This is an optimization exercise on Yosys and OpenROAD, whose aim is small area and a short achievable clock period, not a production implementation. Function was checked by simulation only, so behaviour that the tests miss may differ from the original. No activity file was given, so power comes from the tool's default toggle rates.

==> design/flow/design.v <==
package pf_pkg;
    localparam int unsigned ADDR_W = 32;
    localparam int unsigned PAGE_OFFSET_W = 12;
    localparam int unsigned LINE_OFFSET_W = 6;
    localparam int unsigned TAG_W = ADDR_W - PAGE_OFFSET_W;
    localparam int unsigned COUNT_W = 8;
    localparam int unsigned NBLOCKS_RESET = 8;
    typedef logic signed [PAGE_OFFSET_W:0] stride_t;
    typedef enum logic [1:0] {
        TS_INIT,
        TS_STRIDE,
        TS_HIT1,
        TS_HIT2
    } train_state_e;
endpackage
`timescale 1ns/1ps
module stride_table #(
    parameter int unsigned TABLE_ENTRIES = 8
) (
    input  logic                       clk_i,
    input  logic                       rst_ni,
    input  logic                       snoop_valid_i,
    input  logic [pf_pkg::ADDR_W-1:0]  snoop_addr_i,
    input  logic [pf_pkg::COUNT_W-1:0] nblocks_i,    
    output logic                       push_o,
    output logic [pf_pkg::ADDR_W-1:0]  desc_base_o,
    output pf_pkg::stride_t            desc_stride_o,
    output logic [pf_pkg::COUNT_W-1:0] desc_nblocks_o
);
    localparam int unsigned N   = TABLE_ENTRIES;
    localparam int unsigned IDX_W = (N > 1) ? $clog2(N) : 1;
    localparam int unsigned PW  = pf_pkg::PAGE_OFFSET_W;
    localparam int unsigned TW  = pf_pkg::TAG_W;
    logic                      sv_q;
    logic [pf_pkg::ADDR_W-1:0] sa_q;
    logic [N-1:0]              hit_q;
    logic [N-1:0]              hit_d;
    always_ff @(posedge clk_i or negedge rst_ni) begin
        if (!rst_ni) begin
            sv_q <= 1'b0;
        end else begin
            sv_q <= snoop_valid_i;
        end
    end
    always_ff @(posedge clk_i) begin
        sa_q  <= snoop_addr_i;
        hit_q <= hit_d;
    end
    logic [N-1:0]         valid_q;
    logic [TW-1:0]        tag_q    [N];
    logic [PW-1:0]        index_q  [N];
    logic [PW-1:0]        prev_q   [N];
    logic [1:0]           state_q  [N];
    logic                 lru_q    [N][N];
    logic [TW-1:0]   s_tag;
    logic [PW-1:0]   s_idx;
    logic [N-1:0]    hit_vec;
    logic            hit;
    logic [N-1:0]    free_oh;
    logic [N-1:0]    victim_oh;
    logic [N-1:0]    sel_oh;
    logic [N-1:0]    upd;
    logic [PW-1:0]   idx_h;
    logic [PW-1:0]   prv_h;
    logic [1:0]      st_h;
    logic [TW-1:0]   in_tag;
    logic            same_page;
    assign in_tag    = snoop_addr_i[pf_pkg::ADDR_W-1:PW];
    assign same_page = (in_tag == s_tag);
    assign s_tag = sa_q[pf_pkg::ADDR_W-1:PW];
    assign s_idx = sa_q[PW-1:0];
    always_comb begin
        for (int i = 0; i < N; i++) begin
            hit_d[i]     = upd[i] ? same_page : (valid_q[i] && (tag_q[i] == in_tag));
            free_oh[i]   = !valid_q[i] && ((i == 0) ? 1'b1 : valid_q[(i == 0) ? 0 : i - 1]);
            victim_oh[i] = valid_q[N-1];
            for (int j = 0; j < N; j++) begin
                if (j < i) victim_oh[i] = victim_oh[i] &&  lru_q[j][i];
                if (j > i) victim_oh[i] = victim_oh[i] && !lru_q[i][j];
            end
        end
    end
    assign hit_vec = hit_q;
    assign hit    = |hit_vec;
    assign sel_oh = hit_vec | ({N{!hit}} & (free_oh | victim_oh));
    assign upd    = {N{sv_q}} & sel_oh;
    always_comb begin
        idx_h = '0;
        prv_h = '0;
        st_h  = '0;
        for (int i = 0; i < N; i++) begin
            idx_h = idx_h | ({PW{hit_vec[i]}} & index_q[i]);
            prv_h = prv_h | ({PW{hit_vec[i]}} & prev_q[i]);
            st_h  = st_h  | ({2{hit_vec[i]}} & state_q[i]);
        end
    end
    logic [PW:0] ca, cb, ck, cin;
    logic        sum_eq;
    assign ca = {1'b0, s_idx};
    assign cb = {1'b0, prv_h};
    assign ck = {idx_h, 1'b0};
    always_comb begin
        cin[0] = 1'b0;
        for (int i = 1; i <= PW; i++) begin
            cin[i] = (ca[i-1] & cb[i-1]) | ((ca[i-1] ^ cb[i-1]) & ~ck[i-1]);
        end
    end
    assign sum_eq = ((ca ^ cb ^ ck) == cin);
    logic            stride_match;
    logic [1:0]      new_state;
    logic            emit;
    assign stride_match = sum_eq && (s_idx != idx_h);
    always_comb begin
        new_state = 2'd1;
        emit      = 1'b0;
        if (!hit) begin
            new_state = 2'd0;
        end else begin
            case (st_h)
                2'd1: if (stride_match) new_state = 2'd2;
                2'd2: if (stride_match) new_state = 2'd3;
                2'd3: if (stride_match) begin
                    new_state = 2'd0;
                    emit      = 1'b1;
                end
                default: new_state = 2'd1;
            endcase
        end
    end
    always_ff @(posedge clk_i or negedge rst_ni) begin
        if (!rst_ni) begin
            valid_q <= '0;
            for (int i = 0; i < N; i++) begin
                for (int j = i + 1; j < N; j++) begin
                    lru_q[i][j] <= 1'b1;
                end
            end
        end else begin
            valid_q <= valid_q | upd;
            for (int i = 0; i < N; i++) begin
                for (int j = i + 1; j < N; j++) begin
                    lru_q[i][j] <= upd[i] || (lru_q[i][j] && !upd[j]);
                end
            end
        end
    end
    always_ff @(posedge clk_i) begin
        for (int i = 0; i < N; i++) begin
            if (upd[i]) begin
                tag_q[i]   <= s_tag;
                index_q[i] <= s_idx;
                prev_q[i]  <= index_q[i];
                state_q[i] <= new_state;
            end
        end
    end
    logic [PW+1:0]   tgt_lo;
    logic [TW-1:0]   tgt_tag;
    pf_pkg::stride_t new_stride;
    logic            pg_inc;
    logic            pg_dec;
    logic [TW-1:0]   ones_below;
    logic [TW-1:0]   zeros_below;
    pf_ks_sub #(.W(PW + 2)) u_tgt_sub (
        .a_i ({1'b0, s_idx, 1'b0}),
        .b_i ({2'b00, idx_h}),
        .d_o (tgt_lo)
    );
    pf_ks_sub #(.W(PW + 1)) u_stride_sub (
        .a_i ({1'b0, s_idx}),
        .b_i ({1'b0, idx_h}),
        .d_o (new_stride)
    );
    assign pg_dec = tgt_lo[PW+1];
    assign pg_inc = !tgt_lo[PW+1] && tgt_lo[PW];
    always_comb begin
        ones_below[0]  = 1'b1;
        zeros_below[0] = 1'b1;
        for (int i = 1; i < TW; i++) begin
            ones_below[i]  = ones_below[i-1]  &  s_tag[i-1];
            zeros_below[i] = zeros_below[i-1] & !s_tag[i-1];
        end
    end
    assign tgt_tag = s_tag ^ (({TW{pg_inc}} & ones_below) | ({TW{pg_dec}} & zeros_below));
    assign push_o         = sv_q && emit;
    assign desc_base_o    = {tgt_tag, tgt_lo[PW-1:pf_pkg::LINE_OFFSET_W], {pf_pkg::LINE_OFFSET_W{1'b0}}};
    assign desc_stride_o  = new_stride;
    assign desc_nblocks_o = nblocks_i;
endmodule
module pf_ks_sub #(
    parameter int unsigned W = 8
) (
    input  logic [W-1:0] a_i,
    input  logic [W-1:0] b_i,
    output logic [W-1:0] d_o
);
    localparam int unsigned L = $clog2(W);
    logic [W-1:0] g [L+1];
    logic [W-1:0] p [L+1];
    logic [W-1:0] x;
    logic [W:0]   c;
    always_comb begin
        for (int i = 0; i < W; i++) begin
            x[i]    = a_i[i] ^ !b_i[i];
            g[0][i] = a_i[i] & !b_i[i];
            p[0][i] = a_i[i] | !b_i[i];
        end
        g[0][0] = g[0][0] | p[0][0];
        for (int l = 0; l < L; l++) begin
            for (int i = 0; i < W; i++) begin
                if (i >= (1 << l)) begin
                    g[l+1][i] = g[l][i] | (p[l][i] & g[l][i - (1 << l)]);
                    p[l+1][i] = p[l][i] & p[l][i - (1 << l)];
                end else begin
                    g[l+1][i] = g[l][i];
                    p[l+1][i] = p[l][i];
                end
            end
        end
        c[0] = 1'b1;
        for (int i = 0; i < W; i++) begin
            c[i+1] = g[L][i];
        end
        for (int i = 0; i < W; i++) begin
            d_o[i] = x[i] ^ c[i];
        end
    end
endmodule
`timescale 1ns/1ps
module desc_fifo #(
    parameter int unsigned FIFO_DEPTH = 8
) (
    input  logic                       clk_i,
    input  logic                       rst_ni,
    input  logic                       push_i,
    input  logic [pf_pkg::ADDR_W-1:0]  base_i,
    input  pf_pkg::stride_t            stride_i,
    input  logic [pf_pkg::COUNT_W-1:0] nblocks_i,
    output logic                       valid_o,
    output logic [pf_pkg::ADDR_W-1:0]  base_o,
    output pf_pkg::stride_t            stride_o,
    output logic [pf_pkg::COUNT_W-1:0] nblocks_o,
    input  logic                       pop_i
);
    localparam int unsigned D     = FIFO_DEPTH;
    localparam int unsigned PTR_W = (D > 1) ? $clog2(D) : 1;
    localparam int unsigned CNT_W = $clog2(D + 1);
    localparam int unsigned BW    = pf_pkg::ADDR_W - pf_pkg::LINE_OFFSET_W;
    logic [BW-1:0]              base_mem    [D];
    pf_pkg::stride_t            stride_mem  [D];
    logic [pf_pkg::COUNT_W-1:0] nblocks_mem [D];
    logic [PTR_W-1:0] wr_ptr_q;
    logic [D-1:0]     rd_oh_q;      
    logic [CNT_W-1:0] count_q;
    logic             full;
    logic             rd_adv;
    assign full    = (count_q == CNT_W'(D));
    assign rd_adv  = pop_i || (push_i && full);
    assign valid_o = (count_q != '0);
    always_comb begin
        logic [BW-1:0] b;
        b         = '0;
        stride_o  = '0;
        nblocks_o = '0;
        for (int i = 0; i < D; i++) begin
            b         = b         | ({BW{rd_oh_q[i]}} & base_mem[i]);
            stride_o  = stride_o  | ({(pf_pkg::PAGE_OFFSET_W+1){rd_oh_q[i]}} & stride_mem[i]);
            nblocks_o = nblocks_o | ({pf_pkg::COUNT_W{rd_oh_q[i]}} & nblocks_mem[i]);
        end
        base_o = {b, {pf_pkg::LINE_OFFSET_W{1'b0}}};
    end
    logic [PTR_W-1:0] wr_ptr_inc;
    logic [D-1:0]     rd_oh_rot;
    logic [CNT_W-1:0] count_push;
    logic [CNT_W-1:0] count_nopush;
    logic [D-1:0]     rd_oh_push;
    logic [D-1:0]     rd_oh_nopush;
    assign wr_ptr_inc   = (wr_ptr_q == PTR_W'(D - 1)) ? '0 : wr_ptr_q + 1'b1;
    assign rd_oh_rot    = {rd_oh_q[D-2:0], rd_oh_q[D-1]};
    assign count_push   = (pop_i || full) ? count_q : count_q + 1'b1;
    assign count_nopush = pop_i ? count_q - 1'b1 : count_q;
    assign rd_oh_push   = (pop_i || full) ? rd_oh_rot : rd_oh_q;
    assign rd_oh_nopush = pop_i ? rd_oh_rot : rd_oh_q;
    always_ff @(posedge clk_i or negedge rst_ni) begin
        if (!rst_ni) begin
            wr_ptr_q <= '0;
            rd_oh_q  <= D'(1);
            count_q  <= '0;
        end else begin
            wr_ptr_q <= push_i ? wr_ptr_inc : wr_ptr_q;
            rd_oh_q  <= push_i ? rd_oh_push : rd_oh_nopush;
            count_q  <= push_i ? count_push : count_nopush;
        end
    end
    always_ff @(posedge clk_i) begin
        for (int i = 0; i < D; i++) begin
            if (push_i && (wr_ptr_q == PTR_W'(i))) begin
                base_mem[i]    <= base_i[pf_pkg::ADDR_W-1:pf_pkg::LINE_OFFSET_W];
                stride_mem[i]  <= stride_i;
                nblocks_mem[i] <= nblocks_i;
            end
        end
    end
endmodule
`timescale 1ns/1ps
module prefetch_engine #(
    parameter int unsigned MAX_CREDITS = 2
) (
    input  logic                       clk_i,
    input  logic                       rst_ni,
    input  logic                       valid_i,
    input  logic [pf_pkg::ADDR_W-1:0]  base_i,
    input  pf_pkg::stride_t            stride_i,
    input  logic [pf_pkg::COUNT_W-1:0] nblocks_i,
    output logic                       pop_o,
    output logic                       req_valid_o,
    output logic [pf_pkg::ADDR_W-1:0]  req_addr_o,
    input  logic                       credit_i
);
    localparam int unsigned CRED_W = $clog2(MAX_CREDITS + 1);
    localparam int unsigned PW     = pf_pkg::PAGE_OFFSET_W;
    logic                       busy_q;
    logic [pf_pkg::COUNT_W-1:0] remain_q;
    logic [CRED_W-1:0]          credits_q;
    logic [pf_pkg::TAG_W-1:0]   tag_q;
    logic [PW-1:0]              off_q;
    logic                       out_q;
    pf_pkg::stride_t            stride_q;
    logic                       last_req;
    logic [PW+1:0]              next_off;
    logic                       busy_n;
    logic                       out_n;
    logic [CRED_W-1:0]          credits_n;
    logic                       req_q;
    assign pop_o       = !busy_q && valid_i;
    logic                       req_valid;
    assign req_valid   = busy_q && !out_q && (credits_q != '0);
    assign req_valid_o = req_q;
    assign req_addr_o  = {tag_q, off_q[PW-1:pf_pkg::LINE_OFFSET_W], {pf_pkg::LINE_OFFSET_W{1'b0}}};
    assign last_req    = req_valid && (remain_q == pf_pkg::COUNT_W'(1));
    assign next_off = {2'b00, off_q} + {stride_q[PW], stride_q};
    always_comb begin
        busy_n = busy_q;
        out_n  = out_q;
        if (pop_o) begin
            busy_n = (nblocks_i != '0);
            out_n  = 1'b0;
        end else begin
            if (busy_q && (out_q || last_req)) begin
                busy_n = 1'b0;
            end
            if (req_valid) begin
                out_n = (next_off[PW+1:PW] != 2'b00);
            end
        end
    end
    assign credits_n = credits_q - CRED_W'(req_valid) + CRED_W'(credit_i);
    always_ff @(posedge clk_i or negedge rst_ni) begin
        if (!rst_ni) begin
            busy_q    <= 1'b0;
            out_q     <= 1'b0;
            credits_q <= CRED_W'(MAX_CREDITS);
            req_q     <= 1'b0;
        end else begin
            busy_q    <= busy_n;
            out_q     <= out_n;
            credits_q <= credits_n;
            req_q     <= busy_n && !out_n && (credits_n != '0);
        end
    end
    always_ff @(posedge clk_i) begin
        if (pop_o) begin
            remain_q <= nblocks_i;
            tag_q    <= base_i[pf_pkg::ADDR_W-1:PW];
            off_q    <= base_i[PW-1:0];
            stride_q <= stride_i;
        end else if (req_valid) begin
            remain_q <= remain_q - 1'b1;
            off_q    <= next_off[PW-1:0];
        end
    end
endmodule
`timescale 1ns/1ps
module stride_prefetcher #(
    parameter int unsigned TABLE_ENTRIES = 8,
    parameter int unsigned FIFO_DEPTH    = 8,
    parameter int unsigned MAX_CREDITS   = 2
) (
    input  logic                       clk_i,
    input  logic                       rst_ni,
    input  logic                       snoop_valid_i,
    input  logic [pf_pkg::ADDR_W-1:0]  snoop_addr_i,
    input  logic                       cfg_valid_i,
    input  logic [pf_pkg::COUNT_W-1:0] cfg_nblocks_i,
    output logic                       req_valid_o,
    output logic [pf_pkg::ADDR_W-1:0]  req_addr_o,
    input  logic                       credit_i
);
    logic [pf_pkg::COUNT_W-1:0] nblocks_q;
    logic [pf_pkg::COUNT_W-1:0] nblocks_d1_q;
    logic               push;
    logic [pf_pkg::ADDR_W-1:0]  push_base;
    pf_pkg::stride_t            push_stride;
    logic [pf_pkg::COUNT_W-1:0] push_nblocks;
    logic               head_valid;
    logic [pf_pkg::ADDR_W-1:0]  head_base;
    pf_pkg::stride_t            head_stride;
    logic [pf_pkg::COUNT_W-1:0] head_nblocks;
    logic               pop;
    always_ff @(posedge clk_i or negedge rst_ni) begin
        if (!rst_ni) begin
            nblocks_q <= pf_pkg::COUNT_W'(pf_pkg::NBLOCKS_RESET);
        end else if (cfg_valid_i) begin
            nblocks_q <= cfg_nblocks_i;
        end
    end
    always_ff @(posedge clk_i) begin
        nblocks_d1_q <= nblocks_q;
    end
    stride_table #(
        .TABLE_ENTRIES (TABLE_ENTRIES)
    ) u_table (
        .clk_i          (clk_i),
        .rst_ni         (rst_ni),
        .snoop_valid_i  (snoop_valid_i),
        .snoop_addr_i   (snoop_addr_i),
        .nblocks_i      (nblocks_d1_q),
        .push_o         (push),
        .desc_base_o    (push_base),
        .desc_stride_o  (push_stride),
        .desc_nblocks_o (push_nblocks)
    );
    desc_fifo #(
        .FIFO_DEPTH (FIFO_DEPTH)
    ) u_fifo (
        .clk_i     (clk_i),
        .rst_ni    (rst_ni),
        .push_i    (push),
        .base_i    (push_base),
        .stride_i  (push_stride),
        .nblocks_i (push_nblocks),
        .valid_o   (head_valid),
        .base_o    (head_base),
        .stride_o  (head_stride),
        .nblocks_o (head_nblocks),
        .pop_i     (pop)
    );
    prefetch_engine #(
        .MAX_CREDITS (MAX_CREDITS)
    ) u_engine (
        .clk_i       (clk_i),
        .rst_ni      (rst_ni),
        .valid_i     (head_valid),
        .base_i      (head_base),
        .stride_i    (head_stride),
        .nblocks_i   (head_nblocks),
        .pop_o       (pop),
        .req_valid_o (req_valid_o),
        .req_addr_o  (req_addr_o),
        .credit_i    (credit_i)
    );
endmodule
==> design/flow/run.sh <==
#!/bin/bash
# synth_recipe.tcl (not shown) runs the flow's synth.tcl, then flattens the netlist and writes it again
# the make line also repeats each setting of config.mk as NAME=value (left out here)
make -C /OpenROAD-flow-scripts/flow DESIGN_CONFIG=/design/flow/config.mk WORK_HOME=/design/flow/orfs CLKGATE_MAP_FILE= SYNTH_SCRIPT=/design/flow/synth_recipe.tcl finish
==> design/flow/config.mk <==
export PLATFORM = sky130hd
export DESIGN_NAME = stride_prefetcher
export DESIGN_NICKNAME = stride_prefetcher
export VERILOG_FILES = /design/flow/design.v
export SDC_FILE = /design/flow/constraint.sdc
export NUM_CORES = 4
export LEC_CHECK = 0
export CAP_MARGIN = 20
export CORE_MARGIN = 2
export CORE_UTILIZATION = 40
export SETUP_SLACK_MARGIN = 5
export SLEW_MARGIN = 20
==> design/flow/constraint.sdc <==
create_clock -name core_clock -period 9.0 [get_ports {clk_i}]
set_input_delay 1.8000 -clock core_clock [delete_from_list [all_inputs] [get_ports {clk_i}]]
set_output_delay 1.8000 -clock core_clock [all_outputs]
set_load 0.01 [all_outputs]
==> impl_summary.log, run 1 <==
INFO  metric flop_and_latch_count_out_of_synthesis = 910
INFO  metric timing.critical_path.depth = 17
INFO  metric worst_pin_slew = 1020 ps
INFO  metric initial_core_util = about two fifths
INFO  metric shortest_clock_period_the_worst_path_allows_after_layout = 3863 ps
INFO  metric reg2regPathDepth = 17
INFO  metric final-max-slew-violation-count = 0
INFO  metric p_leak = 0.01374 uW
INFO  metric synthesis.area = 0.03580 sq mm
INFO  metric multi_input_gate_area_in_the_final_layout = 0.008701 sq mm
INFO  metric ir_drop = 0.1710 mV
INFO  metric number_of_endpoints_failing_setup_at_the_final_stage = 0
INFO  metric insertion_delay = 640 ps
INFO  metric std_cell_rows = 109
INFO  metric critical_path.top_delay_family = simple AND/OR/NAND/NOR gates
INFO  metric drv.max_cap_violation_count = 0
INFO  metric hold_slack = about 370 ps
INFO  metric hold_class = reg2reg
INFO  metric netlist-cell-type-count = 72
INFO  metric wl_per_cell = 24.25 microns
INFO  metric gp_congestion = 0.8057
INFO  metric design.final.nets = 2453
INFO  metric largest_net_degree_at_the_start_of_global_routing = 66
INFO  metric fp.dieArea = just over 0.09 sq mm
INFO  metric internal_power = ~7400 uW
INFO  metric num_vias = a little under 20000
INFO  metric crit_required = around 9500 ps
INFO  metric timing.reg2reg.setup_slack = 5140 ps
INFO  metric tritoncts.num_buffers = 91
INFO  metric crit_path_start = u_table.hit_q[6]$_DFF_P_
INFO  metric switching_power = between 2000 and 2500 uW
INFO  metric fp.dieW = between 300 and 400 microns
INFO  metric clock_tree.htree_level_count = 3
INFO  metric ctsLongestPathBuffers = 3
INFO  metric portBuffers = 71
INFO  metric dp_cells = 3390
INFO  metric design.portCount = 78
INFO  metric share_of_layout_cells_above_drive_strength_1 = a little over an eighth
INFO  metric crit_path_end_kind = flip-flop
INFO  metric critical-path-slowest-cell = fa_1
INFO  metric r2r_end = u_fifo.count_q[3]$_DFFE_PN0P_
INFO  metric postCtsHoldBufs = 0
INFO  metric synthArstFlopShare = a little over 7%
INFO  metric power.sequential.fraction = between 50% and 60%
INFO  metric fin_tns_setup = 0 ps
INFO  metric clk_transition_reported_paths = about 60 ps
INFO  metric ant_nets = 0
INFO  metric crit_fanout = 13
INFO  metric power_density = 232.7 mW/mm^2
INFO  metric synth_enable_flop_cells = 791
INFO  metric run_status = timing/DRC/antenna clean
INFO  metric synth_seq_area_share = 74.02%
INFO  metric clock_skew = 24.97 ps
INFO  metric grt_setup_unrepaired = no
INFO  metric grt_pass1_vias = roughly 20000
INFO  metric drt_first_iter_violations = 1832
INFO  metric timing.critical_path.slowest_cell_delay = 440 ps
INFO  metric globalRoute.totalOverflow = 0
INFO  metric diodes = 0
INFO  metric worstPathCellList = buf_12 -> a22oi_1 -> nand4_1 -> inv_2 -> fa_1 -> xnor2_1 -> nor4_1 -> nand4_1 -> nor2b_2 -> and3_4 -> clkinvlp_4 -> ha_1 -> a21o_1 -> a21oi_2 -> xnor2_1 -> nor2_1 -> xor2_1
INFO  metric most_common_library_cell_in_the_layout_ignoring_fill_and_taps = edfxtp_1
INFO  metric worst_hold_startpoint = nblocks_q[2]$_DFFE_PN0P_
INFO  metric ctsRootBufferMaster = clkbuf_16
INFO  metric cts_sinks = 910
INFO  metric die_h = 303.2 microns
INFO  metric timing.max_slew.rel_slack = 31.84%
INFO  metric drc = 0
INFO  metric layout_common_cells = 791 x edfxtp_1, 288 x a22oi_1, 155 x xnor2_1, 108 x nand4_1, 93 x clkbuf_16
INFO  metric power_share_of_the_clock_group = 39.5%
INFO  metric worst-path-buf-inv = 3
INFO  metric initial_antenna_violation_count = 0
INFO  metric fin_cells = 3574
INFO  metric warnings_synthesis = 18
INFO  metric final_min_period_over_clock_period = 42.92%
INFO  metric power_frac_comb = 6.4%
INFO  metric num-fill-cells = 7508
INFO  metric floorplan.core_area = around 0.089 sq mm
INFO  metric final_hold_viols = 0
INFO  metric dp.final_hpwl = approximately 49 mm
INFO  metric post_synth_inst_count = approximately 2200
INFO  metric dr.pass1.iters = 5
INFO  metric synthFlopType = edfxtp_1
INFO  metric setup.worst_path.end = u_fifo.count_q[3]$_DFFE_PN0P_
INFO  metric postRouteWirelength = 86.67 mm
INFO  metric seq_area = around 0.027 sq mm
INFO  metric start_kind = flip-flop
INFO  metric wire_length_of_the_first_global_routing_pass = 127.6 mm
INFO  metric grt_util_all_layers = 18.65%
INFO  metric syn_to_final_growth = 15.10%
INFO  metric path_class = reg2reg
INFO  metric max_clock_freq = approximately 260 MHz
INFO  metric r2r_start = u_table.hit_q[6]$_DFF_P_
INFO  metric detail_route.vias_per_cell = 5.548
INFO  metric synth_area_per_cell = 16.08 sq um
INFO  metric tritoncts = yes
INFO  metric switching_share = 22.55%
INFO  metric cp_data_arrival_time = about 4400 ps
logic make-up (layout without fill, tap and decap cells):
logic type                 count (synthesis)  in the layout  share of synthesized area (%)
AOI/OAI and AO/OA                        429            429                          8.527
xor gates and xnor gates                 248            248                          6.067
adders and majority gates                 75             75                          2.908
buffers and inverters                    189            367                          2.174
DFF                                      910            910                          74.02
muxes                                     24             24                         0.7339
other                                      1              6                        0.01047
and+or+nand+nor                          350            350                          5.564
power groups by stage:
stage | Clock [uW] | Combinational, uW | Sequential [uW]
after floorplan | 0 | 399 | 5210
after global placement | 0 | 604 | 5260
after detailed placement | 0 | 613 | 5270
after CTS | 3860 | 618 | 5180
after global routing | 4020 | 670 | 5220
final | 3790 | 612 | 5190
routing by layer:
| metal | up-vias | wire (microns) | track usage, % |
|---|---|---|---|
| met5 | - | 0 | 0 |
| li1 | 8833 | - | - |
| met1 | 10115 | 38080 | 26.45 |
| met2 | 742 | 40670 | 29.74 |
| met4 | 0 | 1952 | 5.149 |
| met3 | 140 | 5967 | 3.220 |
Yosys cell counts, drive strengths merged, types with 8 or more instances:
master / instances / area [sq um]
a21o: 19 / 142.6
a21oi: 41 / 205.2
a22oi: 294 / 2207
and3: 13 / 86.33
buf: 47 / 245.2
clkbuf: 71 / 266.5
dfrtp: 34 / 850.8
dfstp: 31 / 814.5
dfxtp: 54 / 1081
edfxtp: 791 / 23750
fa: 14 / 280.3
ha: 60 / 750.7
inv: 70 / 262.8
mux2: 18 / 202.7
nand2: 63 / 236.5
nand2b: 9 / 56.30
nand3: 22 / 115.1
nand4: 108 / 675.7
nor2: 38 / 142.6
nor3: 19 / 116.4
nor4: 29 / 181.4
o21ai: 28 / 140.1
o21bai: 13 / 97.59
o22ai: 8 / 50.05
or2: 9 / 58.81
xnor2: 160 / 1401
xor2: 88 / 770.7
state kept, by name, indices dropped and copies added, names as in the netlist, 2 cells and up:
name	flops
u_fifo.wr_ptr_q	3
u_table.lru_q	28
u_fifo.base_mem	208
u_table.hit_q	8
u_table.index_q	96
u_engine.remain_q	8
u_table.tag_q	160
u_fifo.rd_oh_q	8
u_table.sa_q	32
u_fifo.stride_mem	104
u_table.prev_q	96
u_table.valid_q	8
u_engine.tag_q	20
u_engine.credits_q	2
nblocks_d1_q	8
u_engine.stride_q	13
u_fifo.count_q	4
u_table.state_q	16
u_fifo.nblocks_mem	64
u_engine.off_q	12
nblocks_q	8
cell type report:
type	count	area share, %
sequential	910	64.34
multi-input combinational	1132	21.11
clock buffer	127	6.094
tap	1165	3.537
timing repair buffer	128	3.112
clock inverter	41	1.148
inverter	71	0.6559
how the worst min path moves through the flow:
stage          cells after the start                       to  slack, ps
2_1_floorplan                      0  nblocks_d1_q[0]$_DFF_P_        340
3_3_place_gp                       0  nblocks_d1_q[4]$_DFF_P_        350
3_5_place_dp                       0  nblocks_d1_q[4]$_DFF_P_        350
4_1_cts                            0  nblocks_d1_q[2]$_DFF_P_        380
5_1_grt                            0  nblocks_d1_q[7]$_DFF_P_        390
6_report                           0  nblocks_d1_q[2]$_DFF_P_        370
repair_timing:
item                                    CTS  global route
setup buffers                             4            11
endpoints found under the setup margin  427           514
gates cloned                              0             1
resized for setup                        21            50
pin swaps                                 2            12
per-stage QoR:
stage / instance area, sq um / power [uW] / setup slack (ps) / util (%)
global placement: 37830 / 5862 / 4474 / 42.73
detailed placement: 37830 / 5883 / 4478 / 42.73
floorplan: 35830 / 5607 / 5008 / -
CTS: 40920 / 9661 / 5002 / 46.24
finish: 41210 / 9588 / 5137 / 46.56
global route: 41210 / 9903 / 4948 / 46.56
==> run 2: changes to the inputs <==
==> design/flow/flow/run.sh (new file) <==
#!/bin/bash
set -o pipefail
cp standard.sh standard_sh.log.txt 2>/dev/null
cat config.mk > config_mk.log.txt
export SETUP_SLACK_MARGIN=${MARGIN:-6}
bash standard.sh > standard.log 2>&1
==> design/flow/standard.sh (new file) <==
#!/bin/bash
# synth_recipe.tcl (not shown) runs the flow's synth.tcl, then flattens the netlist and writes it again
# the make line also repeats each setting of config.mk as NAME=value (left out here)
make -C /OpenROAD-flow-scripts/flow DESIGN_CONFIG=/design/flow/config.mk WORK_HOME=/design/flow/orfs CLKGATE_MAP_FILE= SYNTH_SCRIPT=/design/flow/synth_recipe.tcl "${@:-finish}"
--- a/design/flow/config.mk
+++ b/design/flow/config.mk
@@ -9,4 +9,3 @@
 export CORE_MARGIN = 2
 export CORE_UTILIZATION = 40
-export SETUP_SLACK_MARGIN = 5
 export SLEW_MARGIN = 20
removed: design/flow/run.sh
==> run 2 against run 1 <==
Still clean on timing, DRC and antenna. Synthesized cell count did not move. Wire length rose by 15%. Setup slack improved by 100 ps. Global-route usage increased by 2.6 points.
==> impl_summary.log, run 2 <==
INFO  metric ctsLongestPathBuffers = 3
INFO  metric r2r_start = u_table.hit_q[7]$_DFF_P_
INFO  metric cp_data_arrival_time = 4080 ps
INFO  metric reg2regPathDepth = 16
INFO  metric grt_pass1_vias = around 21000
INFO  metric grt_setup_unrepaired = yes
INFO  metric clock_tree.htree_level_count = 3
INFO  metric final-max-slew-violation-count = 0
INFO  metric globalRoute.totalOverflow = 0
INFO  metric synth_simple_gate_area_share = 5.564%
INFO  metric wl_per_cell = 26.53 microns
INFO  metric fin_tns_setup = 0 ps
INFO  metric fp.dieArea = 0.09192 sq mm
INFO  metric biggestRegsByFlops = u_fifo.base_mem (208), u_table.tag_q (160), u_fifo.stride_mem (104)
INFO  metric path_class = reg2reg
INFO  metric p_leak = 0.01516 uW
INFO  metric postRouteWirelength = 99.92 mm
INFO  metric fin_cells = 3766
INFO  metric drt_first_iter_violations = between 2000 and 2500
INFO  metric run_status = timing/DRC/antenna clean
INFO  metric hold_slack = 370.7 ps
INFO  metric min_delay_worst_endpoint = nblocks_d1_q[2]$_DFF_P_
INFO  metric crit_required = just over 9000 ps
INFO  metric ir_drop = approximately 0.21 mV
INFO  metric number_of_endpoints_failing_setup_at_the_final_stage = 0
INFO  metric crit_fanout = 14
INFO  metric synthFlopType = edfxtp_1
INFO  metric synth-compound-area-share = under 10%
INFO  metric worst_hold_startpoint = nblocks_q[2]$_DFFE_PN0P_
INFO  metric initial_antenna_violation_count = 2
INFO  metric synth_seq_area_share = 74.02%
INFO  metric internal_power = between 7000 and 8000 uW
INFO  metric start_kind = flip-flop
INFO  metric tritoncts.num_buffers = 89
INFO  metric regMostFlops = u_fifo.base_mem
INFO  metric synth_top_cell_by_area = edfxtp_1
INFO  metric hold_class = reg2reg
INFO  metric dr.pass1.iters = 5
INFO  metric dp.final_hpwl = 49.55 mm
INFO  metric power_frac_comb = under 10%
INFO  metric portBuffers = 71
INFO  metric syn_to_final_growth = 24.01%
INFO  metric yosys-top-cells-count = 791 x edfxtp_1, 294 x a22oi_1, 160 x xnor2_1
INFO  metric layout_common_cells = 791 x edfxtp_1, 272 x a22oi_1, 136 x xnor2_1, 108 x nand4_1, 97 x clkbuf_16
INFO  metric pre_cts_setup_slack = 4346 ps
INFO  metric die_h = 303.2 microns
INFO  metric power_density = approximately 220 mW/mm^2
INFO  metric design.portCount = 78
INFO  metric hold_path_depth = 0
INFO  metric fp.dieW = 303.2 microns
INFO  metric clk_transition_reported_paths = 60 ps
INFO  metric clock_skew = 30.25 ps
INFO  metric synth_area_per_cell = 16.08 sq um
INFO  metric max_clock_freq = 266.0 MHz
INFO  metric grt_util_all_layers = 21.24%
INFO  metric crit_path_end_kind = flip-flop
INFO  metric synthArstFlopShare = 7.143%
INFO  metric drc = 0
INFO  metric ctsRootBufferMaster = clkbuf_16
INFO  metric post_synth_inst_count = 2226
INFO  metric switching_power = 2202 uW
INFO  metric num-fill-cells = 7147
INFO  metric timing.reg2reg.setup_slack = approximately 5200 ps
INFO  metric std_cell_rows = 109
INFO  metric dp_cells = 3384
INFO  metric initial_core_util = 40.45%
INFO  metric final_hold_viols = 0
INFO  metric power.sequential.fraction = between 50% and 60%
INFO  metric dominant_combinational_cell_family_by_area_after_synthesis = compound AO/OA/AOI/OAI gates
INFO  metric r2r_end = u_fifo.stride_mem[1][11]$_DFFE_PP_
INFO  metric netlist-cell-type-count = 72
INFO  metric warnings_synthesis = 18
INFO  metric switching_share = about 23%
INFO  metric largest_register_ff_count = 208
INFO  metric final_min_period_over_clock_period = 41.77%
INFO  metric most_common_library_cell_in_the_layout_ignoring_fill_and_taps = edfxtp_1
INFO  metric tritoncts = yes
INFO  metric shortest_clock_period_the_worst_path_allows_after_layout = 3759 ps
INFO  metric final_core_util = 50.16%
INFO  metric drv.max_cap_violation_count = 0
INFO  metric synth_enable_flop_cells = 791
INFO  metric timing.max_slew.rel_slack = 34.17%
INFO  metric power_share_of_the_clock_group = 39.7%
INFO  metric adder_cell_share_of_the_synthesized_area = 2.908%
INFO  metric fin_ws = 5241 ps
INFO  metric synthesis.area = 0.03580 sq mm
INFO  metric gp_congestion = 0.8054
INFO  metric cts_sinks = 910
INFO  metric flop_and_latch_count_out_of_synthesis = 910
INFO  metric ant_nets = 0
INFO  metric yosys-mux-area-fraction = 0.7339%
INFO  metric design.final.nets = 2643
INFO  metric synth-xor-area-share = 6.067%
INFO  metric num_vias = between 20000 and 25000
INFO  metric insertion_delay = 660 ps
INFO  metric floorplan.core_area = 0.08851 sq mm
INFO  metric share_of_layout_cells_above_drive_strength_1 = 26.08%
INFO  metric largest_net_degree_at_the_start_of_global_routing = 61
INFO  metric wire_length_of_the_first_global_routing_pass = ~140 mm
INFO  metric netlist.area_leader.share = between 60% and 70%
INFO  metric worst_pin_slew = slightly below 1000 ps
INFO  metric detail_route.vias_per_cell = 5.745
INFO  metric synth.top_cells.by_area = edfxtp_1 66%, a22oi_1 6.2%, xnor2_1 3.9%
INFO  metric yosys.cell_count.top_type = edfxtp_1
==> run 2: cell count changes in the layout (fill, tap and decap cells not counted), moves of 13 or more <==
| cell | delta |
|---|---|
| a21oi_1 | -14 |
| a21oi_2 | +13 |
| a22oi_1 | -16 |
| a22oi_2 | +16 |
| and2_4 | +14 |
| and3_4 | +39 |
| buf_12 | +30 |
| buf_2 | +29 |
| buf_4 | +53 |
| buf_6 | +50 |
| clkdlybuf4s15_2 | +13 |
| clkdlybuf4s50_1 | -47 |
| xnor2_1 | -19 |
| xnor2_2 | +15 |
==> run 2: what timing repair did <==
item / in CTS / in global routing
gates cloned: 51 / 7
resized for setup: 389 / 118
hold endpoints to repair: 0 / 0
hold buffers: 0 / 0
pin swaps: 53 / 46
buffers inserted: 114 / 42
endpoints found under the setup margin: 921 / 936
==> run 2: through the flow <==
stage	total power, uW	instance area (sq um)
2_1_floorplan	5609	36180
3_3_place_gp	5867	37910
3_5_place_dp	5889	37910
4_1_cts	9748	43450
5_1_grt	10020	44400
6_report	9719	44400
==> run 2: worst max path at each step <==
| stage | slack, ps | endpoint | from |
|---|---|---|---|
| 3_3_place_gp | 4350 | u_table.hit_q[3]$_DFF_P_ | snoop_addr_i[30] |
| 6_report | 5240 | u_fifo.stride_mem[1][11]$_DFFE_PP_ | u_table.hit_q[7]$_DFF_P_ |
| 4_1_cts | 5200 | u_fifo.count_q[3]$_DFFE_PN0P_ | u_table.hit_q[1]$_DFF_P_ |
| 3_5_place_dp | 4350 | u_fifo.base_mem[4][13]$_DFFE_PP_ | u_table.hit_q[4]$_DFF_P_ |
| 2_1_floorplan | 5570 | u_fifo.base_mem[0][0]$_DFFE_PP_ | u_table.hit_q[2]$_DFF_P_ |
| 5_1_grt | 5090 | u_fifo.count_q[3]$_DFFE_PN0P_ | u_table.hit_q[2]$_DFF_P_ |
==> run 2: cell families (layout without fill, tap and decap cells) <==
logic type / Yosys count / in the layout
compound gates: 429 / 429
xor+xnor: 248 / 248
fa+ha+maj: 75 / 75
buf+inv: 189 / 513
flops: 910 / 910
mux: 24 / 24
other cells: 1 / 7
simple gates: 350 / 395
==> run 2: layout make-up <==
type,instances,area [sq um],share of cell area (%)
Clock inverter,48,590.6,1.330
Inverter,71,340.3,0.7665
Sequential cell,910,26530,59.75
Multi-Input combinational cell,1177,9980,22.48
Antenna cell,1,2.502,0.005636
Timing Repair Buffer,275,3055,6.882
Tap cell,1165,1458,3.283
Clock buffer,119,2446,5.509
==> run 2: critical path, stage by stage, from the launching register on <==
cell       delay [ps]
dfxtp_4           370
clkbuf_16         200
a22oi_1           180
nand4_1           230
fa_2              630
xor2_1            150
nand4_1           110
nor2_1            110
nand4_1           110
buf_6             150
nor2b_4           110
and3_4            320
buf_12            180
buf_6             100
buf_6              80
buf_6              90
and3_4            280
==> run 2: power by group through the flow <==
stage                     clock network, uW  logic (uW)  registers (uW)
after global routing                   4070         732            5220
after floorplan                           0         403            5210
final                                  3860         674            5190
after CTS                              3900         664            5180
after detailed placement                  0         619            5270
after global placement                    0         611            5260
==> run 2: layer usage <==
metal / wire length [microns] / track usage (%) / vias up
met5: 25 / 0 / -
met4: 3146 / 6.451 / 4
met3: 7896 / 3.191 / 198
met2: 46930 / 33.82 / 1040
met1: 41920 / 30.28 / 11072
li1: - / - / 9322
==> run 3: changes to the inputs <==
--- a/design/flow/design.v
+++ b/design/flow/design.v
@@ -245,5 +245,4 @@
     localparam int unsigned D     = FIFO_DEPTH;
     localparam int unsigned PTR_W = (D > 1) ? $clog2(D) : 1;
-    localparam int unsigned CNT_W = $clog2(D + 1);
     localparam int unsigned BW    = pf_pkg::ADDR_W - pf_pkg::LINE_OFFSET_W;
     logic [BW-1:0]              base_mem    [D];
@@ -252,10 +251,23 @@
     logic [PTR_W-1:0] wr_ptr_q;
     logic [D-1:0]     rd_oh_q;      
-    logic [CNT_W-1:0] count_q;
-    logic             full;
+    logic             nempty_q;     
+    logic             full_q;       
     logic             rd_adv;
-    assign full    = (count_q == CNT_W'(D));
-    assign rd_adv  = pop_i || (push_i && full);
-    assign valid_o = (count_q != '0);
+    logic             cnt_is_1;
+    logic             cnt_is_dm1;
+    assign rd_adv  = pop_i || (push_i && full_q);
+    assign valid_o = nempty_q;
+    always_comb begin
+        cnt_is_1   = 1'b0;
+        cnt_is_dm1 = 1'b0;
+        for (int i = 0; i < D; i++) begin
+            if (wr_ptr_q == PTR_W'(i)) begin
+                cnt_is_1   = rd_oh_q[(i + D - 1) % D];
+                cnt_is_dm1 = rd_oh_q[(i + 1) % D];
+            end
+        end
+        cnt_is_1   = cnt_is_1   && nempty_q && !full_q;
+        cnt_is_dm1 = cnt_is_dm1 && nempty_q && !full_q;
+    end
     always_comb begin
         logic [BW-1:0] b;
@@ -272,23 +284,26 @@
     logic [PTR_W-1:0] wr_ptr_inc;
     logic [D-1:0]     rd_oh_rot;
-    logic [CNT_W-1:0] count_push;
-    logic [CNT_W-1:0] count_nopush;
+    logic             nempty_push, nempty_nopush, full_push, full_nopush;
     logic [D-1:0]     rd_oh_push;
     logic [D-1:0]     rd_oh_nopush;
-    assign wr_ptr_inc   = (wr_ptr_q == PTR_W'(D - 1)) ? '0 : wr_ptr_q + 1'b1;
-    assign rd_oh_rot    = {rd_oh_q[D-2:0], rd_oh_q[D-1]};
-    assign count_push   = (pop_i || full) ? count_q : count_q + 1'b1;
-    assign count_nopush = pop_i ? count_q - 1'b1 : count_q;
-    assign rd_oh_push   = (pop_i || full) ? rd_oh_rot : rd_oh_q;
-    assign rd_oh_nopush = pop_i ? rd_oh_rot : rd_oh_q;
+    assign wr_ptr_inc    = (wr_ptr_q == PTR_W'(D - 1)) ? '0 : wr_ptr_q + 1'b1;
+    assign rd_oh_rot     = {rd_oh_q[D-2:0], rd_oh_q[D-1]};
+    assign rd_oh_push    = (pop_i || full_q) ? rd_oh_rot : rd_oh_q;
+    assign rd_oh_nopush  = pop_i ? rd_oh_rot : rd_oh_q;
+    assign nempty_push   = 1'b1;
+    assign full_push     = (pop_i || full_q) ? full_q : cnt_is_dm1;
+    assign nempty_nopush = pop_i ? !cnt_is_1 : nempty_q;
+    assign full_nopush   = pop_i ? 1'b0 : full_q;
     always_ff @(posedge clk_i or negedge rst_ni) begin
         if (!rst_ni) begin
             wr_ptr_q <= '0;
             rd_oh_q  <= D'(1);
-            count_q  <= '0;
+            nempty_q <= 1'b0;
+            full_q   <= 1'b0;
         end else begin
             wr_ptr_q <= push_i ? wr_ptr_inc : wr_ptr_q;
             rd_oh_q  <= push_i ? rd_oh_push : rd_oh_nopush;
-            count_q  <= push_i ? count_push : count_nopush;
+            nempty_q <= push_i ? nempty_push : nempty_nopush;
+            full_q   <= push_i ? full_push : full_nopush;
         end
     end
==> design/flow/flow/run.sh (replaced) <==
#!/bin/bash
# Standard layout; clock tree built without dummy loads. Each tool's output is in the
# ORFS logs under orfs/logs and in standard.log here.
set -o pipefail
export CTS_ARGS="-sink_clustering_enable -repair_clock_nets -dont_use_dummy_load"
bash standard.sh > standard.log 2>&1
--- a/design/flow/config.mk
+++ b/design/flow/config.mk
@@ -9,3 +9,4 @@
 export CORE_MARGIN = 2
 export CORE_UTILIZATION = 40
+export SETUP_SLACK_MARGIN = 5
 export SLEW_MARGIN = 20
==> run 3 against run 2 <==
Setup slack got worse by 110 ps. Sequential share of layout area up 5.1 points. Wire length down 12%. Hold slack improved by 0.94 ps. Synthesized cell count rose by 0.36%. First-iteration DRC count down 17%. Cell area shrank 8.1%. Still clean.
==> impl_summary.log, run 3 <==
INFO  metric run_status = timing/DRC/antenna clean
INFO  metric wire_length_of_the_first_global_routing_pass = 130.5 mm
INFO  metric clock_skew = 53.87 ps
INFO  metric netlist-cell-type-count = 76
INFO  metric std_cell_rows = between 100 and 150
INFO  metric clock_tree.htree_level_count = 3
INFO  metric start_kind = flip-flop
INFO  metric synth-compound-area-share = 9.034%
INFO  metric synth_seq_area_share = 73.93%
INFO  metric initial_antenna_violation_count = 0
INFO  metric most_common_library_cell_in_the_layout_ignoring_fill_and_taps = edfxtp_1
INFO  metric shortest_clock_period_the_worst_path_allows_after_layout = 3871 ps
INFO  metric power_density = 219.8 mW/mm^2
INFO  metric flop_and_latch_count_out_of_synthesis = between 900 and 1000
INFO  metric biggestRegsByFlops = u_fifo.base_mem (208), u_table.tag_q (160), u_fifo.stride_mem (104)
INFO  metric post_synth_inst_count = 2234
INFO  metric largest_net_degree_at_the_start_of_global_routing = 64
INFO  metric power.sequential.fraction = just under 60%
INFO  metric timing.critical_path.slowest_cell_delay = ~490 ps
INFO  metric power_share_of_the_clock_group = 35.4%
INFO  metric grt_setup_unrepaired = yes
INFO  metric total_power = 8967 uW
INFO  metric yosys.cell_count.top_type = edfxtp_1
INFO  metric worst_pin_slew = 985.0 ps
INFO  metric largest_register_ff_count = 208
INFO  metric initial_core_util = 40.42%
INFO  metric synthFlopType = edfxtp_1
INFO  metric synth-xor-area-share = between 6 and 7%
INFO  metric floorplan.core_area = approximately 0.09 sq mm
INFO  metric ir_drop = around 0.13 mV
INFO  metric portBuffers = 71
INFO  metric regMostFlops = u_fifo.base_mem
INFO  metric insertion_delay = 640 ps
INFO  metric num_vias = 20066
INFO  metric crit_required = 9340 ps
INFO  metric switching_share = 22.25%
INFO  metric gp_congestion = roughly 0.8
INFO  metric hold_class = reg2reg
INFO  metric clk_transition_reported_paths = approximately 60 ps
INFO  metric synthesis.area = between 0.03 and 0.04 sq mm
INFO  metric path_class = reg2reg
INFO  metric dp.final_hpwl = 51.22 mm
INFO  metric yosys-mux-area-fraction = 0.6715%
INFO  metric synth_area_per_cell = between 15 and 20 sq um
INFO  metric yosys-top-cells-count = 791 x edfxtp_1, 289 x a22oi_1, 148 x xnor2_1
INFO  metric detail_route.vias_per_cell = 5.701
INFO  metric wl_per_cell = 24.96 microns
INFO  metric postRouteWirelength = 87.88 mm
INFO  metric worstPathCellList = buf_8 -> a22o_4 -> o41a_1 -> maj3_2 -> a41oi_2 -> nand3_2 -> a21boi_2 -> nor2_1 -> o21ai_0 -> xor2_2
INFO  metric layout_common_cells = 791 x edfxtp_1, 276 x a22oi_1, 145 x xnor2_1, 96 x nand4_1, 93 x clkbuf_16
INFO  metric ant_nets = 0
INFO  metric tritoncts = yes
INFO  metric ctsRootBufferMaster = clkbuf_16
INFO  metric fin_tns_setup = 0 ps
INFO  metric max_clock_freq = about 260 MHz
INFO  metric design.final.nets = 2465
INFO  metric die_h = 303.1 microns
INFO  metric synth_simple_gate_area_share = approximately 5.6%
INFO  metric globalRoute.totalOverflow = 0
INFO  metric synthArstFlopShare = 6.938%
INFO  metric grt_pass1_vias = 20542
INFO  metric adder_cell_share_of_the_synthesized_area = approximately 2.5%
INFO  metric switching_power = 1995 uW
INFO  metric share_of_layout_cells_above_drive_strength_1 = between 10% and 20%
INFO  metric warnings_synthesis = 18
INFO  metric design.portCount = 78
INFO  metric crit_fanout = 28
INFO  metric number_of_endpoints_failing_setup_at_the_final_stage = 0
INFO  metric synth.top_cells.by_area = edfxtp_1 66%, a22oi_1 6.1%, xnor2_1 3.6%
INFO  metric internal_power = between 6000 and 7000 uW
INFO  metric dr.pass1.iters = 5
INFO  metric tritoncts.num_buffers = 91
INFO  metric final_hold_viols = 0
INFO  metric synth_top_cell_by_area = edfxtp_1
INFO  metric power_frac_comb = a little under 7%
INFO  metric num-fill-cells = 7545
INFO  metric grt_util_all_layers = 19.04%
INFO  metric crit_path_end_kind = flip-flop
INFO  metric drt_first_iter_violations = 2002
INFO  metric timing.max_slew.rel_slack = 34.24%
INFO  metric final-max-slew-violation-count = 0
INFO  metric critical-path-slowest-cell = xor2_2
INFO  metric drv.max_cap_violation_count = 0
INFO  metric fp.dieArea = 0.09185 sq mm
INFO  metric drc = 0
INFO  metric dominant_combinational_cell_family_by_area_after_synthesis = compound AO/OA/AOI/OAI gates
INFO  metric fp.dieW = 303.1 microns
INFO  metric ctsLongestPathBuffers = 3
INFO  metric synth_enable_flop_cells = 791
INFO  metric cts_sinks = approximately 910
INFO  metric syn_to_final_growth = 14.04%
INFO  metric final_min_period_over_clock_period = 43.01%
INFO  metric cp_data_arrival_time = 4210 ps
INFO  metric netlist.area_leader.share = 66.39%
INFO  metric p_leak = 0.01339 uW
[run 3: area by class of cell]
cell class / instances / area, sq um / area share (%)
diodes: 1 / 2.502 / 0.006133
clock buffers: 91 / 2277 / 5.581
inverters: 65 / 244.0 / 0.5980
multi-input cells: 1146 / 8880 / 21.76
flip-flops and latches: 908 / 26460 / 64.85
well taps: 1165 / 1458 / 3.573
repair buffers: 144 / 1480 / 3.628
[run 3: routing by layer]
layer | track usage (%) | vias up | wire length [microns]
met5 | 0 | - | 0
met4 | 6.205 | 0 | 2485
met3 | 2.900 | 137 | 5139
met2 | 30.55 | 713 | 41640
met1 | 26.68 | 10347 | 38610
li1 | - | 8869 | -
[run 3: worst max-delay path: cells and delay by family, from the launching register on]
kind / cells / cell delay [ps]
adders and majority gates: 1 / 320
DFF: 1 / 310
buffers and inverters: 1 / 180
AOI/OAI and AO/OA: 5 / 1780
xor gates and xnor gates: 1 / 490
and+or+nand+nor: 2 / 450
[run 3: through the flow]
stage / cells / utilization, % / hold WS, ps / area (sq um) / setup slack [ps]
floorplan: 2239 / - / 343.6 / 36040 / 4575
global placement: 3401 / 42.83 / 354.8 / 37910 / 4151
detailed placement: 3401 / 42.83 / 356.8 / 37910 / 4094
CTS: 3499 / 45.67 / 373.1 / 40420 / 4988
global route: 3519 / 46.09 / 379.6 / 40800 / 4951
finish: 3520 / 46.09 / 371.7 / 40800 / 5129
[run 3: power by group through the flow]
stage	sequential (uW)	clock (uW)	combinational, uW
after floorplan	5200	0	398
after global placement	5250	0	597
after detailed placement	5260	0	612
after CTS	5180	3240	615
after global routing	5210	3390	671
final	5180	3170	611
[run 3: cell families (layout without fill, tap and decap cells)]
family          after synthesis  count (layout)
simple gates                365             365
other cells                   1               7
fa+ha+maj                    66              66
xor+xnor                    246             246
compound gates              441             441
buf+inv                     185             300
mux                          22              22
flops                       908             908
[run 3: path summary, 6_finish.rpt]
kind | startpoint | to | slack [ps] | cells past startpoint
max in group asynchronous | rst_ni | u_fifo.rd_oh_q[2]$_DFFE_PN0P_ | 7040 | 1
min in group asynchronous | rst_ni | nblocks_q[2]$_DFFE_PN0P_ | 1300 | 1
hold reg to reg | nblocks_q[6]$_DFFE_PN0P_ | nblocks_d1_q[6]$_DFF_P_ | 370 | 0
setup / recovery | u_table.hit_q[0]$_DFF_P_ | u_fifo.base_mem[0][10]$_DFFE_PP_ | 5130 | 10
setup reg to reg | u_table.hit_q[0]$_DFF_P_ | u_fifo.base_mem[0][10]$_DFFE_PP_ | 5130 | 10
hold / removal | nblocks_q[6]$_DFFE_PN0P_ | nblocks_d1_q[6]$_DFF_P_ | 370 | 0
[run 3: what timing repair did]
item                                    CTS  global route
endpoints found under the setup margin  409           518
endpoints found under the hold margin     0             0
pin swaps                                 3             7
setup buffers                             6            18
gates cloned                              1             2
gates resized for setup                  34            47
hold buffers                              0             0
==> run 4: changes to the inputs <==
==> design/flow/flow/run.sh (replaced) <==
#!/bin/bash
# Standard layout; clock tree of clkbuf_8 leaves under a clkbuf_16 root, without dummy
# loads. Each tool's output is in the ORFS logs under orfs/logs and in standard.log here.
set -o pipefail
export CTS_ARGS="-sink_clustering_enable -repair_clock_nets -dont_use_dummy_load -root_buf sky130_fd_sc_hd__clkbuf_16 -buf_list sky130_fd_sc_hd__clkbuf_8 -sink_clustering_size 16 -sink_clustering_max_diameter 100"
bash standard.sh > standard.log 2>&1
==> run 4 against run 3 <==
Cell area is 3.3% lower. Via count is 1.1% lower. First-iteration DRC count is 0.75% lower. Clock power is 37% lower. Still clean on timing, DRC and antenna. Critical endpoint is now u_table.hit_q[3]$_DFF_P_. Critical path depth is 4 lower. Non-clock buffer count is 7 lower. Maximum frequency is 1.1% lower. Die area stayed put. Sequential share of layout area is 2.2 points higher.
==> impl_summary.log, run 4 <==
INFO  metric run_status = timing/DRC/antenna clean
INFO  metric cp_data_arrival_time = 4440 ps
INFO  metric postRouteWirelength = 87.95 mm
INFO  metric tritoncts.num_buffers = 67
INFO  metric synthArstFlopShare = roughly 6.9%
INFO  metric synth.top_cells.by_area = edfxtp_1 66%, a22oi_1 6.1%, xnor2_1 3.6%
INFO  metric layout_common_cells = 791 x edfxtp_1, 287 x a22oi_1, 144 x xnor2_1, 96 x nand4_1, 91 x xor2_1
INFO  metric power.sequential.fraction = 66.4%
INFO  metric synth_area_per_cell = 16.01 sq um
INFO  metric cts_sinks = 908
INFO  metric switching_power = around 1800 uW
INFO  metric wl_per_cell = 25.21 microns
INFO  metric flop_and_latch_count_out_of_synthesis = 908
INFO  metric clk_transition_reported_paths = approximately 100 ps
INFO  metric fin_ws = between 5000 and 6000 ps
INFO  metric die_h = 303.1 microns
INFO  metric final-max-slew-violation-count = 0
INFO  metric tritoncts = yes
INFO  metric yosys.cell_count.top_type = edfxtp_1
INFO  metric std_cell_rows = around 110
INFO  metric biggestRegsByFlops = u_fifo.base_mem (208), u_table.tag_q (160), u_fifo.stride_mem (104)
INFO  metric drt_first_iter_violations = 1987
INFO  metric path_class = in2reg
INFO  metric number_of_endpoints_failing_setup_at_the_final_stage = 0
INFO  metric fin_tns_setup = 0 ps
INFO  metric crit_fanout = 10
INFO  metric pre_cts_setup_slack = a little over 4000 ps
INFO  metric design.portCount = 78
INFO  metric grt_setup_unrepaired = yes
INFO  metric synth_top_cell_by_area = edfxtp_1
INFO  metric grt_pass1_vias = 20389
INFO  metric hold_path_depth = 0
INFO  metric power_share_of_the_clock_group = 25.7%
INFO  metric warnings_synthesis = 18
INFO  metric p_leak = 0.01276 uW
INFO  metric fp.dieW = roughly 300 microns
INFO  metric crit_path_end_kind = flip-flop
INFO  metric synth_seq_area_share = 73.93%
INFO  metric switching_share = 23.47%
INFO  metric num_vias = approximately 20000
INFO  metric timing.max_slew.rel_slack = 34.40%
INFO  metric largest_register_ff_count = between 200 and 250
INFO  metric clock_skew = 61.07 ps
INFO  metric drv.max_cap_violation_count = 0
INFO  metric start_kind = input port
INFO  metric largest_net_degree_at_the_start_of_global_routing = 64
INFO  metric shortest_clock_period_the_worst_path_allows_after_layout = 3913 ps
INFO  metric regMostFlops = u_fifo.base_mem
INFO  metric syn_to_final_growth = 10.33%
INFO  metric max_clock_freq = roughly 260 MHz
INFO  metric floorplan.core_area = 0.08851 sq mm
INFO  metric fin_cells = 3489
INFO  metric portBuffers = 71
INFO  metric wire_length_of_the_first_global_routing_pass = 130.1 mm
INFO  metric fp.dieArea = 0.09185 sq mm
INFO  metric crit_required = 9530 ps
INFO  metric yosys-top-cells-count = 791 x edfxtp_1, 289 x a22oi_1, 148 x xnor2_1
INFO  metric clock_tree.htree_level_count = 3
INFO  metric final_min_period_over_clock_period = 43.48%
INFO  metric netlist.area_leader.share = 66.39%
INFO  metric post_synth_inst_count = 2234
INFO  metric synth_enable_flop_cells = 791
INFO  metric share_of_layout_cells_above_drive_strength_1 = between 10% and 20%
INFO  metric initial_antenna_violation_count = 0
INFO  metric insertion_delay = a little over 600 ps
INFO  metric ctsLongestPathBuffers = 3
INFO  metric hold_class = reg2reg
INFO  metric internal_power = 5959 uW
INFO  metric drc = 0
INFO  metric initial_core_util = 40.42%
INFO  metric power_density = 197.3 mW/mm^2
INFO  metric design.final.nets = 2434
INFO  metric gp_congestion = 0.8024
INFO  metric ant_nets = 0
INFO  metric netlist-cell-type-count = 76
INFO  metric globalRoute.totalOverflow = 0
INFO  metric synthFlopType = edfxtp_1
INFO  metric dr.pass1.iters = 6
INFO  metric dp_cells = 3401
INFO  metric ir_drop = 0.1085 mV
INFO  metric hold_slack = 384.8 ps
INFO  metric synthesis.area = 0.03578 sq mm
INFO  metric final_hold_viols = 0
INFO  metric grt_util_all_layers = about a fifth
INFO  metric most_common_library_cell_in_the_layout_ignoring_fill_and_taps = edfxtp_1
INFO  metric power_frac_comb = 7.8%
INFO  metric worst_pin_slew = 982.6 ps
INFO  metric dp.final_hpwl = 51.22 mm
INFO  metric reg2regPathDepth = 10
INFO  metric detail_route.vias_per_cell = 5.690
INFO  metric ctsRootBufferMaster = clkbuf_16
run 4: cell families (layout without fill, tap and decap cells):
family | count (synthesis) | after routing | share of synthesized area (%)
xor gates and xnor gates | 246 | 246 | 6.043
adders and majority gates | 66 | 66 | 2.550
buffers and inverters | 185 | 269 | 2.133
and+or+nand+nor | 365 | 365 | 5.627
other | 1 | 7 | 0.01048
AOI/OAI and AO/OA | 441 | 441 | 9.034
DFF | 908 | 908 | 73.93
muxes | 22 | 22 | 0.6715
run 4: per-stage QoR:
step | util, % | power, uW | area [sq um]
floorplan | - | 5595 | 36040
global placement | 42.83 | 5846 | 37910
detailed placement | 42.83 | 5874 | 37910
CTS | 44.26 | 7854 | 39180
global route | 44.59 | 8071 | 39470
finish | 44.60 | 7786 | 39470
run 4: repair_timing:
action                                  in CTS  in global routing
buffers inserted                             7                  7
hold buffers                                 0                  0
resized for setup                           32                 30
hold endpoints to repair                     0                  0
endpoints found under the setup margin     425                509
cloned                                       1                  5
pin swaps                                    3                  5
run 4: worst paths after layout:
check | from | end | slack (ps)
worst max-delay path | snoop_addr_i[30] | u_table.hit_q[3]$_DFF_P_ | 5090
min in group asynchronous | rst_ni | u_fifo.wr_ptr_q[0]$_DFFE_PN0P_ | 1320
worst min register to register | nblocks_q[4]$_DFFE_PN0P_ | nblocks_d1_q[4]$_DFF_P_ | 380
worst max register to register | u_table.hit_q[7]$_DFF_P_ | u_fifo.base_mem[5][10]$_DFFE_PP_ | 5120
max in group asynchronous | rst_ni | u_fifo.rd_oh_q[1]$_DFFE_PN0P_ | 7040
worst min-delay path | nblocks_q[4]$_DFFE_PN0P_ | nblocks_d1_q[4]$_DFF_P_ | 380
run 4: power groups by stage:
| stage | Combinational (uW) | Clock (uW) | Sequential (uW) |
|---|---|---|---|
| floorplan | 398 | 0 | 5200 |
| finish | 610 | 2000 | 5170 |
| global route | 670 | 2200 | 5200 |
| detailed placement | 612 | 0 | 5260 |
| global placement | 597 | 0 | 5250 |
| CTS | 617 | 2070 | 5170 |
run 4: final cells by class:
type	count	area, sq um
Antenna cell	1	2.502
Sequential cell	908	26460
Inverter	65	244.0
Tap cell	1165	1458
Fill cell	7689	49040
Multi-Input combinational cell	1146	8813
Timing Repair Buffer	137	1473
Clock buffer	67	1023
run 4: metal layers:
metal,GRT usage (%),vias to the layer above,part of all wire (%)
li1,-,8787,-
met1,26.89,10245,44
met2,30.77,691,47
met3,2.456,129,5.7
met4,5.489,0,2.6
met5,0,-,0
run 4: critical path: stages:
cell and delay [ps]:
clkdlybuf4s50_1 870, xor2_1 350, nor4_1 600, nand4_1 310, or3_1 420, o21ai_0 90
==> run 5: changes to the inputs <==
==> design/flow/flow/run.sh (replaced) <==
#!/bin/bash
# Standard layout; clock tree with larger sink clusters and without dummy loads. Each
# tool's output is in the ORFS logs under orfs/logs and in standard.log here.
set -o pipefail
export CTS_ARGS="-sink_clustering_enable -repair_clock_nets -dont_use_dummy_load -sink_clustering_size 24 -sink_clustering_max_diameter 150"
bash standard.sh > standard.log 2>&1
==> run 5 against run 4 <==
Still clean. Critical path depth up 4. Setup slack lost 17 ps. Count of clock-buffer cells in the layout shrank 24. Register-to-register slack worse by 50 ps. Wire length fell by 1.3%. Utilization is 0.076 points lower. Via count decreased by 0.50%. Clock power increased by 3%. First-iteration DRC count increased by 1.5%. Maximum frequency decreased by 0.43%. Critical endpoint is now u_fifo.base_mem[1][18]$_DFFE_PP_.
==> impl_summary.log, run 5 <==
INFO  metric dp.final_hpwl = 51.22 mm
INFO  metric critical-path-slowest-cell = xor2_2
INFO  metric reg2regPathDepth = 10
INFO  metric syn_to_final_growth = 10.14%
INFO  metric path_class = reg2reg
INFO  metric dominant_combinational_cell_family_by_area_after_synthesis = compound AO/OA/AOI/OAI gates
INFO  metric synth_seq_area_share = 73.93%
INFO  metric insertion_delay = 610 ps
INFO  metric num_vias = 19752
INFO  metric post_synth_inst_count = 2234
INFO  metric layout_common_cells = 791 x edfxtp_1, 288 x a22oi_1, 143 x xnor2_1, 96 x nand4_1, 93 x xor2_1
INFO  metric portBuffers = 71
INFO  metric run_status = timing/DRC/antenna clean
INFO  metric gp_congestion = 0.8024
INFO  metric clock_skew = around 38 ps
INFO  metric drt_first_iter_violations = 2016
INFO  metric yosys.cell_count.top_type = edfxtp_1
INFO  metric number_of_endpoints_failing_setup_at_the_final_stage = 0
INFO  metric ctsRootBufferMaster = clkbuf_16
INFO  metric largest_register_ff_count = ~210
INFO  metric drc = 0
INFO  metric synth-xor-area-share = 6.043%
INFO  metric fp.dieArea = 0.09185 sq mm
INFO  metric seq_area = 0.02646 sq mm
INFO  metric synth_top_cell_by_area = edfxtp_1
INFO  metric final_min_period_over_clock_period = 43.67%
INFO  metric final_hold_viols = 0
INFO  metric most_common_library_cell_in_the_layout_ignoring_fill_and_taps = edfxtp_1
INFO  metric ir_drop = 0.1214 mV
INFO  metric yosys-top-cells-count = 791 x edfxtp_1, 289 x a22oi_1, 148 x xnor2_1
INFO  metric design.final.nets = 2406
INFO  metric warnings_synthesis = 18
INFO  metric regMostFlops = u_fifo.base_mem
INFO  metric ant_nets = 0
INFO  metric start_kind = flip-flop
INFO  metric initial_core_util = 40.42%
INFO  metric switching_share = 22.96%
INFO  metric worst_pin_slew = 970.0 ps
INFO  metric hold_class = reg2reg
INFO  metric grt_setup_unrepaired = no
INFO  metric multi_input_gate_area_in_the_final_layout = 0.008801 sq mm
INFO  metric adder_cell_share_of_the_synthesized_area = 2.550%
INFO  metric tritoncts = yes
INFO  metric final-max-slew-violation-count = 0
INFO  metric synthesis.area = 0.03578 sq mm
INFO  metric largest_net_degree_at_the_start_of_global_routing = 64
INFO  metric internal_power = 6051 uW
INFO  metric max_clock_freq = between 200 and 300 MHz
INFO  metric grt_pass1_vias = 20074
INFO  metric drv.max_cap_violation_count = 0
INFO  metric wire_length_of_the_first_global_routing_pass = 129.1 mm
INFO  metric std_cell_rows = about 110
INFO  metric yosys-mux-area-fraction = 0.6715%
INFO  metric p_leak = 0.01274 uW
INFO  metric fp.dieW = 303.1 microns
INFO  metric postCtsHoldBufs = 0
INFO  metric total_power = 7854 uW
INFO  metric tritoncts.num_buffers = 43
INFO  metric cts_sinks = approximately 910
INFO  metric initial_antenna_violation_count = 0
INFO  metric crit_required = 9320 ps
INFO  metric num-fill-cells = 7668
INFO  metric timing.max_slew.rel_slack = 35.33%
INFO  metric grt_util_all_layers = 18.76%
INFO  metric fin_tns_setup = 0 ps
INFO  metric flop_and_latch_count_out_of_synthesis = 908
INFO  metric synth-compound-area-share = a little under a tenth
INFO  metric biggestRegsByFlops = u_fifo.base_mem (208), u_table.tag_q (160), u_fifo.stride_mem (104)
INFO  metric synth_area_per_cell = 16.01 sq um
INFO  metric ctsLongestPathBuffers = 3
INFO  metric detail_route.vias_per_cell = 5.707
INFO  metric worstPathCellList = buf_6 -> a22o_1 -> o41a_1 -> maj3_2 -> a41oi_2 -> nand3_2 -> a21boi_4 -> o21ai_2 -> o32ai_1 -> xor2_2
INFO  metric floorplan.core_area = 0.08851 sq mm
INFO  metric wl_per_cell = around 25 microns
INFO  metric dr.pass1.iters = 5
INFO  metric switching_power = 1803 uW
INFO  metric power_density = 199.3 mW/mm^2
INFO  metric power.sequential.fraction = 65.8%
INFO  metric die_h = 303.1 microns
INFO  metric synthArstFlopShare = 6.938%
INFO  metric cp_data_arrival_time = 4250 ps
INFO  metric synth.top_cells.by_area = edfxtp_1 66%, a22oi_1 6.1%, xnor2_1 3.6%
INFO  metric globalRoute.totalOverflow = 0
INFO  metric postRouteWirelength = 86.81 mm
INFO  metric clock_tree.htree_level_count = 2
INFO  metric share_of_layout_cells_above_drive_strength_1 = between 9 and 10%
INFO  metric power_frac_comb = 7.8%
INFO  metric netlist-cell-type-count = 76
INFO  metric netlist.area_leader.share = 66.39%
INFO  metric clk_transition_reported_paths = 100 ps
INFO  metric crit_path_end_kind = flip-flop
INFO  metric synthFlopType = edfxtp_1
INFO  metric crit_fanout = 28
INFO  metric synth_enable_flop_cells = 791
INFO  metric power_share_of_the_clock_group = approximately a quarter
INFO  metric hold_path_depth = 0
INFO  metric synth_simple_gate_area_share = 5.627%
INFO  metric timing.critical_path.slowest_cell_delay = 540 ps
INFO  metric shortest_clock_period_the_worst_path_allows_after_layout = 3930 ps
INFO  metric design.portCount = 78
## run 5: cell counts after synthesis
Identical to the previous run, type by type.
## run 5: cell type report
cell class,instances,share of cell area (%)
well taps,1165,3.699
diodes,1,0.006351
repair buffers,133,3.464
flip-flops and latches,908,67.15
multi-input cells,1146,22.34
clock buffers,43,2.731
inverters,65,0.6192
## run 5: path summary, 6_finish.rpt
path / slack [ps] / end / from
max: 5070 / u_fifo.base_mem[1][18]$_DFFE_PP_ / u_table.hit_q[0]$_DFF_P_
min: 380 / nblocks_d1_q[6]$_DFF_P_ / nblocks_q[6]$_DFFE_PN0P_
max reg2reg: 5070 / u_fifo.base_mem[1][18]$_DFFE_PP_ / u_table.hit_q[0]$_DFF_P_
min reg2reg: 380 / nblocks_d1_q[6]$_DFF_P_ / nblocks_q[6]$_DFFE_PN0P_
max in group asynchronous: 7030 / u_table.sv_q$_DFF_PN0_ / rst_ni
min in group asynchronous: 1310 / nblocks_q[2]$_DFFE_PN0P_ / rst_ni
## run 5: timing repair
| action | in CTS | in global routing |
|---|---|---|
| endpoints found under the hold margin | 0 | 0 |
| buffers inserted | 4 | 9 |
| gates resized for setup | 32 | 24 |
| endpoints found under the setup margin | 409 | 517 |
| gates cloned | 1 | 2 |
| pin swaps | 1 | 6 |
## run 5: cells by family after synthesis
logic type | Yosys count
other | 1
buffers and inverters | 185
multiplexers | 22
AO/OA/AOI/OAI | 441
adder cells (fa/ha/maj) | 66
flip-flops | 908
XOR/XNOR | 246
AND/OR/NAND/NOR | 365
## run 5: critical path: cells and delay by family (launching register included)
family,cells,cell delay (ps)
AOI/OAI and AO/OA,6,2010
xor gates and xnor gates,1,540
DFF,1,320
adders and majority gates,1,320
and+or+nand+nor,1,230
buffers and inverters,1,190
## run 5: power groups by stage
stage                     clock [uW]  sequential (uW)  combinational, uW
after floorplan                    0             5200                398
after global routing            2270             5200                669
after global placement             0             5250                597
after CTS                       2130             5170                615
final                           2070             5170                611
after detailed placement           0             5260                612
## run 5: metrics by stage
step | std cells | utilization [%] | worst slack [ps] | hold slack, ps | instance area, sq um
floorplan | 2239 | - | 4575 | 343.6 | 36040
CTS | 3449 | 44.27 | 5009 | 377.9 | 39190
finish | 3461 | 44.52 | 5070 | 380.3 | 39400
detailed placement | 3401 | 42.83 | 4094 | 356.8 | 37910
global route | 3460 | 44.52 | 4975 | 390.1 | 39400
global placement | 3401 | 42.83 | 4151 | 354.8 | 37910
## run 5: routing by layer
layer / track usage, % / up-vias / wire [microns]
met5: 0 / - / 0
met1: 26.95 / 10258 / 38760
met2: 30.58 / 650 / 41180
met4: 4.574 / 0 / 1917
li1: - / 8743 / -
met3: 2.141 / 101 / 4957

Check on run 5: ideal ports give 5.070 ns setup slack; a clkbuf_16 on the clock port and buf_2 on the inputs give 5.070 ns; moving port delays by the midpoint clock arrival (0.655 ns) as well gives 4.469 ns.
